Background: an optimization exercise with open tools, aiming at small area. Do not read the settings as production practice.
Only simulation tests tie the RTL to the original design; equivalence was not proved.
Power is estimated from default activity; no workload was simulated.

<file path="flow/config.mk">
export PLATFORM = sky130hd
export DESIGN_NAME = regfile_mp_sb
export DESIGN_NICKNAME = regfile_mp_sb
export VERILOG_FILES = /design/flow/design.v
export SDC_FILE = /design/flow/constraint.sdc
export NUM_CORES = 4
export LEC_CHECK = 0
export CAP_MARGIN = 20
export CORE_MARGIN = 2
export CORE_UTILIZATION = 40
export PLACE_DENSITY = 0.6
export SLEW_MARGIN = 20
export SYNTH_HIERARCHICAL = 1
export SYNTH_MINIMUM_KEEP_SIZE = 0
</file>
<file path="flow/constraint.sdc">
create_clock -name core_clock -period 6.5 [get_ports {clk}]
set_input_delay 1.3000 -clock core_clock [delete_from_list [all_inputs] [get_ports {clk}]]
set_output_delay 1.3000 -clock core_clock [all_outputs]
set_load 0.01 [all_outputs]
</file>
<file path="flow/design.v">
module rf_aoi22 (input logic a1, a2, b1, b2, output logic y);
    assign y = !((a1 & a2) | (b1 & b2));
endmodule
module rf_oai21 (input logic a1, a2, b1, output logic y);
    assign y = !((a1 | a2) & b1);
endmodule
module rf_aoi222 (input logic a1, a2, b1, b2, c1, c2, output logic y);
    assign y = !((a1 & a2) | (b1 & b2) | (c1 & c2));
endmodule
module rf_nand #(parameter int N = 4) (input logic [N-1:0] a, output logic y);
    assign y = !(&a);
endmodule
module rf_or #(parameter int N = 3) (input logic [N-1:0] a, output logic y);
    assign y = |a;
endmodule
module rf_wcell (
    input  logic q,
    input  logic h,
    input  logic a,
    input  logic s0,
    input  logic bn,
    input  logic s1n,
    output logic d
);
    logic x;
    rf_aoi22 u_x (.a1(q), .a2(h), .b1(a), .b2(s0), .y(x));
    rf_oai21 u_d (.a1(bn), .a2(s1n), .b1(x), .y(d));
endmodule
module rf_rbit #(
    parameter int N = 33
) (
    input  logic [N-1:0] v,
    input  logic [N-1:0] s,
    output logic         y
);
    localparam int NG = N / 3;           
    localparam int NQ = (NG + 3) / 4;    
    logic [4*NQ-1:0] t;
    logic [NQ-1:0]   z;
    for (genvar g = 0; g < NG; g++) begin : g_t
        rf_aoi222 u_t (.a1(v[3*g]), .a2(s[3*g]), .b1(v[3*g+1]), .b2(s[3*g+1]),
                       .c1(v[3*g+2]), .c2(s[3*g+2]), .y(t[g]));
    end
    for (genvar g = 0; g < NQ; g++) begin : g_z
        localparam int W = (4*g + 4 <= NG) ? 4 : NG - 4*g;
        rf_nand #(.N(W)) u_z (.a(t[4*g +: W]), .y(z[g]));
    end
    rf_or #(.N(NQ)) u_y (.a(z), .y(y));
endmodule
module regfile_mp_sb #(
    parameter int DATA_W   = 32,
    parameter int ADDR_W   = 5,
    parameter int ZERO_REG = 1
) (
    input  logic              clk,
    input  logic              reset,
    input  logic              we0,
    input  logic [ADDR_W-1:0] wa0,
    input  logic [DATA_W-1:0] wd0,
    input  logic              we1,
    input  logic [ADDR_W-1:0] wa1,
    input  logic [DATA_W-1:0] wd1,
    input  logic [ADDR_W-1:0] ra1,
    input  logic [ADDR_W-1:0] ra2,
    output logic [DATA_W-1:0] rd1,
    output logic [DATA_W-1:0] rd2,
    input  logic              set_busy,
    input  logic [ADDR_W-1:0] set_addr,
    output logic              busy1,
    output logic              busy2
);
    localparam int DEPTH = 1 << ADDR_W;
    localparam int LO    = (ZERO_REG != 0) ? 1 : 0;
    localparam int NR    = DEPTH - LO;    
    localparam int NT    = NR + 2;        
    logic [DEPTH-1:LO][DATA_W-1:0] regs_q, regs_d;
    logic [DEPTH-1:LO]             busy_q;
    logic [DEPTH-1:LO] hit0, hit1, sb_set;
    logic [DEPTH-1:LO] sel_h, sel_0, sel_1n;
    logic [DATA_W-1:0] wd1zn;
    always_comb begin
        for (int i = LO; i < DEPTH; i++) begin
            hit0[i]   = we0 && (wa0 == ADDR_W'(i));
            hit1[i]   = we1 && (wa1 == ADDR_W'(i));
            sb_set[i] = set_busy && (set_addr == ADDR_W'(i));
            sel_1n[i] = !(reset | hit1[i]);
            sel_0[i]  = !reset & hit0[i] & !hit1[i];
            sel_h[i]  = !reset & !hit0[i] & !hit1[i];
        end
        wd1zn = ~(wd1 & {DATA_W{!reset}});
    end
    for (genvar i = LO; i < DEPTH; i++) begin : g_reg
        for (genvar b = 0; b < DATA_W; b++) begin : g_bit
            rf_wcell u_w (
                .q(regs_q[i][b]), .h(sel_h[i]), .a(wd0[b]), .s0(sel_0[i]),
                .bn(wd1zn[b]), .s1n(sel_1n[i]), .d(regs_d[i][b])
            );
        end
    end
    always_ff @(posedge clk) begin
        regs_q <= regs_d;
        for (int i = LO; i < DEPTH; i++)
            busy_q[i] <= !reset & (sb_set[i] | (busy_q[i] & !hit0[i] & !hit1[i]));
    end
    logic [1:0][ADDR_W-1:0] ra;
    logic [1:0][NT-1:0]     rsel;
    logic [1:0][DATA_W-1:0] rd;
    logic [1:0]             bsy;
    assign ra = {ra2, ra1};
    always_comb begin
        for (int p = 0; p < 2; p++) begin
            logic nz, b1, b0, bacc;
            nz = (ZERO_REG == 0) || (ra[p] != '0);
            b1 = nz && we1 && (wa1 == ra[p]);
            b0 = nz && we0 && (wa0 == ra[p]) && !b1;
            rsel[p][NT-1] = b1;
            rsel[p][NT-2] = b0;
            bacc = 1'b0;
            for (int i = LO; i < DEPTH; i++) begin
                rsel[p][i-LO] = (ra[p] == ADDR_W'(i)) && !b1 && !b0;
                bacc = bacc | (busy_q[i] && (ra[p] == ADDR_W'(i)));
            end
            bsy[p] = bacc && !(we0 && wa0 == ra[p]) && !(we1 && wa1 == ra[p]);
        end
    end
    for (genvar p = 0; p < 2; p++) begin : g_rp
        for (genvar b = 0; b < DATA_W; b++) begin : g_bit
            logic [NT-1:0] v;
            always_comb begin
                v[NT-1] = wd1[b];
                v[NT-2] = wd0[b];
                for (int i = LO; i < DEPTH; i++) v[i-LO] = regs_q[i][b];
            end
            rf_rbit #(.N(NT)) u_r (.v(v), .s(rsel[p]), .y(rd[p][b]));
        end
    end
    assign rd1   = rd[0];
    assign rd2   = rd[1];
    assign busy1 = bsy[0];
    assign busy2 = bsy[1];
endmodule
</file>
<file path="flow/flow/run.sh">
#!/bin/bash
# Standard synthesis, then downsize combinational cells (ABC maps the small
# leaf modules for speed), then the standard layout with CTS dummy loads off.
set -euo pipefail
W=$PWD
R=$W/orfs/results/$FLOW_PLATFORM/regfile_mp_sb/base
LIB=$FLOW_HOME/platforms/$FLOW_PLATFORM/lib/sky130_fd_sc_hd__tt_025C_1v80.lib
bash standard.sh $R/1_2_yosys.v > $W/synth.log 2>&1
cp $R/1_2_yosys.v $W/1_2_yosys.orig.v
python3 flow/resize.py $LIB $R/1_2_yosys.v > $W/resize.log 2>&1
bash standard.sh CTS_ARGS="-sink_clustering_enable -repair_clock_nets -dont_use_dummy_load" finish > $W/layout.log 2>&1
</file>
<file path="flow/flow/resize.py">
#!/usr/bin/env python3
"""Downsize combinational cells of a Yosys netlist to the smallest-area
variant of the same function (same cell base name). Flip-flops are left as
they are. Usage: resize.py LIB NETLIST"""
import re, sys, collections

lib, net = sys.argv[1], sys.argv[2]
area = {}
cur = None
for line in open(lib):
    m = re.match(r'\s*cell\s*\(\s*"?([\w]+)"?\s*\)', line)
    if m:
        cur = m.group(1)
        continue
    m = re.match(r'\s*area\s*:\s*([\d.]+)', line)
    if m and cur:
        area[cur] = float(m.group(1))
        cur = None

def split(c):
    m = re.match(r'(sky130_fd_sc_hd__[a-z0-9]+?)_(\d+)$', c)
    return (m.group(1), int(m.group(2))) if m else (None, None)

variants = collections.defaultdict(list)
for c, a in area.items():
    if 'lpflow' in c or 'probe' in c:
        continue
    b, n = split(c)
    if b:
        variants[b].append((a, -n, c))
best = {b: min(v)[2] for b, v in variants.items()}

SKIP = re.compile(r'sky130_fd_sc_hd__(dfxtp|dfxbp|dfrtp|dfrtn|dfstp|dfsbp|dfrbp|dfbb|edf|sdf|sedf|dl|conb|tap|fill|decap|diode|clk)')
text = open(net).read()
count = collections.Counter()
def sub(m):
    c = m.group(1)
    if SKIP.match(c):
        return m.group(0)
    b, n = split(c)
    if not b or b not in best or area[best[b]] >= area.get(c, 0):
        return m.group(0)
    count[(c, best[b])] += 1
    return best[b] + m.group(2)
text = re.sub(r'\b(sky130_fd_sc_hd__\w+)(\s+\S+\s*\()', sub, text)
open(net, 'w').write(text)
for (a, b), k in sorted(count.items()):
    print(f'{a} -> {b}: {k}')
</file>
<file path="flow/standard.sh">
#!/bin/bash
# synth_recipe.tcl (not shown) runs the flow's synth.tcl, then flattens the netlist and writes it again
# the make line also repeats each setting of config.mk as NAME=value (left out here)
make -C /OpenROAD-flow-scripts/flow DESIGN_CONFIG=/design/flow/config.mk WORK_HOME=/design/flow/orfs CLKGATE_MAP_FILE= SYNTH_SCRIPT=/design/flow/synth_recipe.tcl "${@:-finish}"
</file>
==> out/results.txt <==
Std cell rows - 122
Worst ir drop on vdd - 0.231 mV
Worst Path Buf+Inv - 6
H-tree Lvls - 3
Setup Skew - 0 ps
Final period util - 101%
Routed vias/inst - 8.23
DP HPWL - 173,000 um
Max clock buf depth - 3
Met2 GRT Util - 62.4%
Max-slew violations - 0
Most Crowded Layer GR - met2
Routed Antenna Nets - 0
Cells on worst reg2reg path - 2
Hold Path Depth - 1
Vias in the first global route - 49,000
Syn Inst Count - 4,476
CP max stage cell - nor2_4
CTS Buf Count - 109
Mapped cell area - 0.0445 mm2
Starting density of the core - 40.2%
First-pass GRT wire length - 380,000 um
# setup viols final - 24
Crit start category - input pin
Final WS setup - -96.7 ps
Critical Path AT - 5300 ps
Clk slew on worst S/H paths - 60 ps
Worst path top cell family by delay - buffers and inverters
Pre-CTS WS - -208 ps
CTS tree - done
First drt pass iteration count - 15
Core area - 0.111 mm2
HP Class - reg -> reg
Period minus WS final - 6600 ps
DRC - 0
Largest stage delay, worst path - 860 ps
Io pins - 160
Routability cong. - 1.03
DR WL/cell - 42.1 um
Non-Filler Instances - 6,627
Initial antenna violation count - 23
Total Routing Usage GR - 46.7%
Crit path cell chain - clkdlybuf4s50_1 -> buf_4 -> xnor2_1 -> nand3_1 -> buf_4 -> nand4b_1 -> buf_12 -> nor2_4 -> buf_4 -> a222oi_1 -> nand4_1 -> or3_1 -> clkdlybuf4s50_1
Synthesized net count - 4,570
Die Footprint - 0.114 mm2
Violated checks - negative setup slack
Actual slew at the worst max-slew pin - 1330 ps
DR vias - 54,500
Yosys Warn Count - 7
Status - finished with violations
Hold Fails Final Rpt - 0
Crit Path Category - in -> out
Pin count of the biggest net entering global routing - 35
Max-slew headroom - 11.4%
Drt initial violations - 14,300
Max Freq - 152 MHz
Synthesis-to-finish area growth - 25.8%
Critical path depth - 13
Post-placement cell count - 6,493
Max_cap viols - 0
CP max FO - 24
Total Routed Length - 279,000 um
Clock Latency Late Sink - 690 ps
Clk root buf - clkbuf_16
Total global routing overflow - 0
Net count reported at finish - 5,227
GRT met1 Usage - 57.6%
Cts hold-fix bufs - 0
Worst path most repeated cell - buf_4
Synthesized area per cell - 9.93 um2
Port bufs - 159
Critical Path End Type - output port
Chip height - 337 um
Total leakage power - 19.0 nW
Fill cells - 10,300
TritonCTS sink count - 1,023
Met3 Usage GRT - 19.8%
Layout cells sized above 1 - 14.5%
PD cells - 272 mW/mm2
Chip width - 337 um
WP data required - 5200 ps
## power by group
part | internal, mW | total [mW] | switching [mW] | leakage (nW)
Combinational | 0.815 | 2.45 | 1.63 | 9.17
Sequential | 6.83 | 7.29 | 0.461 | 8.50
Clock | 2.91 | 5.45 | 2.54 | 1.34
## routing by layer
layer / wire, um / share of wire [%] / vias to the layer above
met5: 90 / 0.032 / -
met4: 28900 / 10 / 12
met3: 47700 / 17 / 1461
met2: 106000 / 38 / 5638
met1: 96400 / 35 / 26000
li1: - / - / 21400
## state kept, by name, indices dropped and copies added (netlist names)
name    flops
busy_q     31
regs_q    992
## layout by cell type (no fill, tap or decap), drive strengths merged, types with 3 or more instances in the layout
| cell | count |
|---|---|
| a2111oi | 6 |
| a211oi | 4 |
| a21boi | 22 |
| a21o | 3 |
| a21oi | 36 |
| a222oi | 705 |
| a22o | 21 |
| a22oi | 994 |
| a32o | 5 |
| a32oi | 4 |
| and2 | 14 |
| and3 | 29 |
| buf | 445 |
| clkbuf | 112 |
| clkdlybuf4s50 | 133 |
| dfxtp | 1023 |
| diode | 8 |
| dlymetal6s2s | 14 |
| inv | 10 |
| mux2 | 3 |
| mux2i | 13 |
| nand2 | 33 |
| nand2b | 46 |
| nand3 | 80 |
| nand4 | 131 |
| nand4b | 5 |
| nor2 | 56 |
| nor2b | 17 |
| nor3 | 40 |
| nor3b | 5 |
| nor4 | 8 |
| o21ai | 1000 |
| o22ai | 3 |
| o32ai | 5 |
| or2 | 4 |
| or3 | 65 |
| xnor2 | 4 |
| xor2 | 16 |
## layout make-up
cell class | count | area (um2) | area share [%]
Multi-Input combinational cell | 3394 | 25200 | 45.1
Sequential cell | 1023 | 20500 | 36.6
Antenna cell | 8 | 20.0 | 0.0358
Tap cell | 1488 | 1860 | 3.33
Inverter | 10 | 37.5 | 0.0671
Clock buffer | 109 | 2730 | 4.88
Timing Repair Buffer | 595 | 5580 | 9.98
## stage by stage
step                      TNS, ps  hold WS (ps)  power [mW]  cell area (um2)  utilization [%]
after floorplan                 0           451        8.27            44500                -
after global placement      -2570           491        9.61            52600             47.6
after detailed placement     -467           494        9.66            52800             47.8
after CTS                       0           508        14.9            55600             50.3
after global routing         -873           518        15.5            55900             50.6
final                        -862           519        15.2            55900             50.6
## path summary, 6_finish.rpt
check | startpoint | to | slack (ps)
setup / recovery | ra1[0] | rd1[21] | -100
hold / removal | busy_q[24] | busy_q[24] | 520
setup reg to reg | regs_q[252] | regs_q[252] | 5710
hold reg to reg | busy_q[24] | busy_q[24] | 520
## timing repair
| item | CTS | global route |
|---|---|---|
| gates resized for setup | 6 | 47 |
| pin swaps | 7 | 41 |
| gates cloned | 1 | 3 |
| setup endpoints to repair | 11 | 62 |
| buffers inserted | 2 | 7 |
## worst register-to-register path: stages (launching register included)
cell     delay, ps
dfxtp_1        370
a22oi_1        190
o21ai_1         90

## static timing again, ports no longer ideal
Ports are ideal in the flow. The routed layout listed here was re-timed in OpenROAD. Step 1, drivers: a clkbuf_16 drives clk and a buf_2 each remaining input, both assumed. Step 2 adds t to the input delays and takes it off the output delays; t is the mean of the earliest and latest rising clock arrival at the registers after step 1. Input paths then give back, and output paths get back, about the clock's delay inside the block. Slacks: ideal / step 1 / step 2; pairs: ideal / step 1.
t (ns): 0.771
setup slack, ns: -0.097 / -0.128 / -0.128
worst setup path at the end: input to output
slew at the worst register clock pin (ns): 0.07 / 0.07
pins driven straight from the clock port: 1
For this run, drivers alone change the setup slack by -0.031 ns; drivers and shift together by -0.031 ns.
